What follows belongs to an exercise in optimizing a design on an open flow for small area, a short achievable clock period and few clock cycles; a production flow would make more cautious choices.
RTL that was checked went through simulation tests only; none was proved equivalent to the original.
The clock port is modelled as an ideal driver; clocking choices that lean on that would not hold on a real chip.
Power figures rest on the tool's default switching activity, not on a simulated workload.

## round_robin_thread_scheduler
module round_robin_thread_scheduler
#(
  parameter int MAX_THREADS = 16
) (
  input  wire logic        clk_i,
  input  wire logic        rst_ni,
  input  wire logic        in_valid_i,
  output logic             in_stall_o,
  input  wire logic [2:0]  mode_i,
  input  wire logic [3:0]  thread_id_i,
  input  wire logic [15:0] sleep_quanta_i,
  output logic             out_valid_o,
  input  wire logic        out_stall_i,
  output logic [1:0]       status_o,
  output logic [31:0]      result_value_o,
  output logic [3:0]       running_thread_o,
  output logic             running_valid_o,
  output logic [31:0]      total_quanta_o
);
Size: ~1100 flip-flops, about 100 I/O pins, roughly 0.048 mm^2 of cells after synthesis.
==> flow/config.mk <==
export PLATFORM = sky130hd
export DESIGN_NAME = round_robin_thread_scheduler
export DESIGN_NICKNAME = round_robin_thread_scheduler
export VERILOG_FILES = /design/flow/design.v
export SDC_FILE = /design/flow/constraint.sdc
export NUM_CORES = 8
export LEC_CHECK = 0
export CAP_MARGIN = 20
export CORE_MARGIN = 2
export CORE_UTILIZATION = 60
export PLACE_DENSITY = 0.7
export SLEW_MARGIN = 20
export TNS_END_PERCENT = 0
==> flow/constraint.sdc <==
create_clock -name core_clock -period 12.0 [get_ports {clk_i}]
set_input_delay 2.4000 -clock core_clock [delete_from_list [all_inputs] [get_ports {clk_i}]]
set_output_delay 2.4000 -clock core_clock [all_outputs]
set_load 0.01 [all_outputs]
standard.sh (not shown) runs the stock make flow with config.mk's settings and CLKGATE_MAP_FILE= SYNTH_SCRIPT=/design/flow/synth_recipe.tcl, a recipe that flattens the netlist after the stock synthesis.
==> flow/flow/run.sh <==
#!/bin/bash
# Standard layout with a tighter setup repair target (the clock stays at the design's period),
# a clock tree of fewer buffers and no dummy loads, port buffers sized up before clock tree
# synthesis, and cells stepped down in size after it wherever the worst slack allows.
cp standard.sh standard_copy.txt
export SETUP_SLACK_MARGIN=${SETUP_SLACK_MARGIN_OVERRIDE:-8.6}
export CTS_ARGS="-sink_clustering_enable -repair_clock_nets -dont_use_dummy_load -sink_clustering_size 22 -sink_clustering_max_diameter 100 -buf_list {sky130_fd_sc_hd__clkbuf_16}"
export PRE_CTS_TCL=$PWD/flow/iobuf.tcl
export POST_CTS_TCL=$PWD/flow/downsize.tcl
bash standard.sh > standard.log 2>&1
Other scripts of this flow, unchanged in this note and not shown: flow/flow/downsize.tcl, flow/flow/iobuf.tcl
==> next run, changes <==
--- a/flow/design.v
+++ b/flow/design.v
@@ -252,22 +252,19 @@
     end
   end
   always_ff @(posedge clk_i) begin
     for (int i = 0; i < N; i++)
       for (int j = i + 1; j < N; j++)
         if (push[i] || push[j]) ob_q[i*N+j] <= push[j] & ~(push[i] & rqsel[j]);
   end
   logic [31:0]  pwd;
-  logic [N-1:0] pwe, fid_oh;
-  always_comb begin
-    for (int i = 0; i < N; i++) fid_oh[i] = ~used_q[i] & (&(used_q | ~((N'(1) << i) - N'(1))));
-  end
-  always_ff @(posedge clk_i) pwe <= {N{accept}} & (({N{is_spawn}} & fid_oh) | ({N{sw}} & rsel_d));
+  logic [N-1:0] pwe;
   assign pwd = rinc & {32{~spawn_q}};
+  assign pwe = ({N{spawn_q}} & tsel) | ({N{sw_q}} & rsel_q);
   always_ff @(posedge clk_i or negedge rst_ni) begin
     if (!rst_ni) ptq_q[0] <= 32'd1;
     else if (pwe[0]) ptq_q[0] <= pwd;
   end
   always_ff @(posedge clk_i) begin
     for (int i = 1; i < N; i++)
       if (pwe[i]) ptq_q[i] <= pwd;
   end
Result:
- routed wire length fell by about 2%
- flip-flop and latch count fell by 16
- setup slack gets better by 0.012 ns
- final area fell by about 1.3%
- critical path depth fell by 8
- via count fell by about 1.5%
- fmax rose by 0.31%
- die area stays flat
- final cell count fell by 0.80%
- global-route usage fell by 0.74 points
- power rose by 3.3%
Testbench counts after the change, summed over its fixed seeds: cycles 49,907.
The RTL of the first run of this note was laid out without a check of its function.

========
== alpha ==
Another version of the RTL of round_robin_thread_scheduler (not shown whole).
Size in the first run: ~3600 cells after synthesis, ~1100 flip-flops.
Settings: LEC_CHECK=0, CAP_MARGIN=20, CORE_MARGIN=2, CORE_UTILIZATION=60, PLACE_DENSITY=0.7, SLEW_MARGIN=20, TNS_END_PERCENT=0; clock period 12.0 ns.
==> flow/flow/run.sh <==
#!/bin/bash
# Standard layout with a tighter setup repair target (the clock stays at the design's period),
# a clock tree of smaller buffers, larger sink clusters and no dummy loads, and port buffers
# sized up before clock tree synthesis.
cp standard.sh standard_copy.txt
export SETUP_SLACK_MARGIN=${SETUP_SLACK_MARGIN_OVERRIDE:-8.4}
export CTS_ARGS="-sink_clustering_enable -repair_clock_nets -dont_use_dummy_load -sink_clustering_size 22 -sink_clustering_max_diameter 100 -buf_list {sky130_fd_sc_hd__clkbuf_16}"
export PRE_CTS_TCL=$PWD/flow/iobuf.tcl
bash standard.sh > standard.log 2>&1
==> flow/flow/iobuf.tcl <==
# Size up the port buffers: the standard flow leaves slow delay cells or small buffers on the
# ports whose paths already meet the repair target.
proc iobuf_fix { inst } {
  set cell [get_property $inst ref_name]
  if { [string match "*dly*" $cell] || [string match "*__buf_1" $cell] || [string match "*__buf_2" $cell] } {
    puts "iobuf: [get_full_name $inst] $cell -> sky130_fd_sc_hd__buf_4"
    replace_cell [get_full_name $inst] sky130_fd_sc_hd__buf_4
  }
}
foreach port [all_outputs] {
  set net [get_nets -quiet [get_full_name $port]]
  if { $net == "" } { continue }
  foreach pin [get_pins -quiet -of_objects $net -filter "direction == output"] {
    iobuf_fix [get_cells -of_objects $pin]
  }
}
foreach port [all_inputs] {
  set name [get_full_name $port]
  if { $name == "clk_i" } { continue }
  set net [get_nets -quiet $name]
  if { $net == "" } { continue }
  foreach pin [get_pins -quiet -of_objects $net -filter "direction == input"] {
    iobuf_fix [get_cells -of_objects $pin]
  }
}
alpha finished all stages; the layout is clean.
Testbench counts of alpha, summed over its fixed seeds: cycles 49,907.
> inputs changed (alpha -> epsilon)
--- a/flow/design.v
+++ b/flow/design.v
@@ -266,25 +266,21 @@
   end
   always_ff @(posedge clk_i) begin
     for (int i = 1; i < N; i++)
       if (pwe[i]) ptq_q[i] <= pwd;
   end
   assign out_valid_o      = ov_q;
   assign status_o         = st_q;
   assign result_value_o   = val_q;
   logic [3:0]  curo_q;
   logic        curvo_q;
-  logic [31:0] gqo_q, gqo_inc;
+  logic [31:0] gqo_q;
   always_ff @(posedge clk_i) begin
     curo_q  <= accept ? cur_d : cur_q;
     curvo_q <= accept ? curv_d : curv_q;
-  end
-  rrts_sat_inc u_goinc (.a_i(gqo_q), .inc_o(gqo_inc));
-  always_ff @(posedge clk_i or negedge rst_ni) begin
-    if (!rst_ni) gqo_q <= 32'd1;
-    else if (accept && sw) gqo_q <= gqo_inc;
+    gqo_q   <= (accept && sw) ? gq_inc : gq_q;
   end
   assign running_thread_o = curo_q;
   assign running_valid_o  = curvo_q;
   assign total_quanta_o   = gqo_q;
 endmodule
 `default_nettype wire
==> run summary <==
epsilon vs alpha — number of buffers and inverters on the critical path rose 1.
Taking alpha as the reference, in epsilon sum of internal, switching and leakage power fell about 2.5%; summed area of non-filler cells in the final layout lost 1100 µm².
epsilon vs alpha, worst setup path startpoint: rsel_q[1] vs thread_id_i[2]
Compared with alpha, in epsilon pre-CTS setup slack increased 0.35 ns, global-route track usage on met1 now sits lower.
Function not checked in epsilon: the RTL went through the layout flow alone.

========
== before ==
RTL: one of the versions met above, not the one the previous note started from.
Size in the first run: roughly 1,100 flip-flops, roughly 100 I/O pins, roughly 47,000 um^2 of cells after synthesis.
clock: 12.0 ns
lec_check: 0
cap_margin: 20
core_margin: 2
core_utilization: 60
place_density: 0.7
slew_margin: 20
tns_end_percent: 0
==> flow/flow/run.sh <==
#!/bin/bash
# Standard layout with a tighter setup repair target (the clock stays at the design's period),
# a clock tree of fewer buffers and no dummy loads, port buffers sized up before clock tree
# synthesis, and cells stepped down in size after it wherever the worst slack allows.
cp standard.sh standard_copy.txt
export SETUP_SLACK_MARGIN=${SETUP_SLACK_MARGIN_OVERRIDE:-8.4}
export CTS_ARGS="-sink_clustering_enable -repair_clock_nets -dont_use_dummy_load -sink_clustering_size 22 -sink_clustering_max_diameter 100 -buf_list {sky130_fd_sc_hd__clkbuf_16}"
export PRE_CTS_TCL=$PWD/flow/iobuf.tcl
export POST_CTS_TCL=$PWD/flow/downsize.tcl
bash standard.sh > standard.log 2>&1
Scripts as last shown in full above: flow/flow/iobuf.tcl
Other scripts of this flow, unchanged in this note and not shown: flow/flow/downsize.tcl
### before -> after
-- flow/design.v --
<<< before, line 274
  logic [3:0]  curo_q;
  logic        curvo_q;
  logic [31:0] gqo_q;
  always_ff @(posedge clk_i) begin
    curo_q  <= accept ? cur_d : cur_q;
    curvo_q <= accept ? curv_d : curv_q;
    gqo_q   <= (accept && sw) ? gq_inc : gq_q;
  end
  assign running_thread_o = curo_q;
>>> after, line 274
  logic [3:0]  curo_q;
  logic        curvo_q;
  logic [31:0] gqo_q, gqo_inc;
  always_ff @(posedge clk_i) begin
    curo_q  <= accept ? cur_d : cur_q;
    curvo_q <= accept ? curv_d : curv_q;
  end
  rrts_sat_inc u_goinc (.a_i(gqo_q), .inc_o(gqo_inc));
  always_ff @(posedge clk_i or negedge rst_ni) begin
    if (!rst_ni) gqo_q <= 32'd1;
    else if (accept && sw) gqo_q <= gqo_inc;
  end
  assign running_thread_o = curo_q;
[summary]
- before reports its cell at the slowest stage of the critical path as sky130_fd_sc_hd__nor3_2 while after reports sky130_fd_sc_hd__o311a_1.
- Against before, the final cell area of after is higher.
- after vs before: number of buffers other than clock buffers in the final layout up by a few percent
- Synthesized-area fraction occupied by ao, oa, aoi and oai cells delta (before -> after): insignificant
- Going from before to after, highest attainable clock frequency saw an increase; number of nets in the final layout moved up; combinational power climbed about 10%; total iterations of the first detailed-routing run -1; synthesized area increased 1100 um^2.
- The final layout from after, which completed every stage, passed the timing, DRC and antenna checks at the end of the flow.
- before | status: complete | timing, DRC, antenna: pass
- Compared with before, after shows total power that has gone up by a few percent.
- Against before, after comes in 2.4% higher on routed wire length.
- after: sequential cell area is about 0.5% higher than what before reported.
Testbench counts of after, summed over its fixed seeds: cycles 49,907.
Function not checked in before: the RTL went through the layout flow alone.

## static timing again, ports no longer ideal
In the flow no input, the clock included, has a driving cell. The finished layouts below were timed again as built, in two steps. Step 1 (the two cells are an assumption about what drives the block):
set clk [get_ports {clk_i}]
set_driving_cell -lib_cell sky130_fd_sc_hd__clkbuf_16 $clk
set_driving_cell -lib_cell sky130_fd_sc_hd__buf_2 [delete_from_list [all_inputs] $clk]
Step 2 times the ports against the registers' clock, not the clock port: input delays grow and output delays shrink by t, the midpoint of the rising clock arrivals with the driver on. a / b / c = ideal ports / drivers / drivers and shift; a / b = the first two.
run	t, ns	setup slack, ns	worst setup path at the end
the first run of note 1	0.710	8.204 / 8.188 / 7.591	input to register
the second run of note 1	0.705	8.216 / 8.216 / 7.611	input to register
alpha	0.715	8.122 / 8.084 / 7.370	input to register
epsilon	0.710	7.966 / 7.966 / 7.269	input to register
before	0.707	7.902 / 7.892 / 7.185	input to register
after	0.716	8.101 / 8.073 / 7.358	input to register
After both steps setup and hold are still met in every run listed. The setup slack of alpha, which loses most, moves by -0.038 ns with the drivers and by -0.752 ns with both steps.
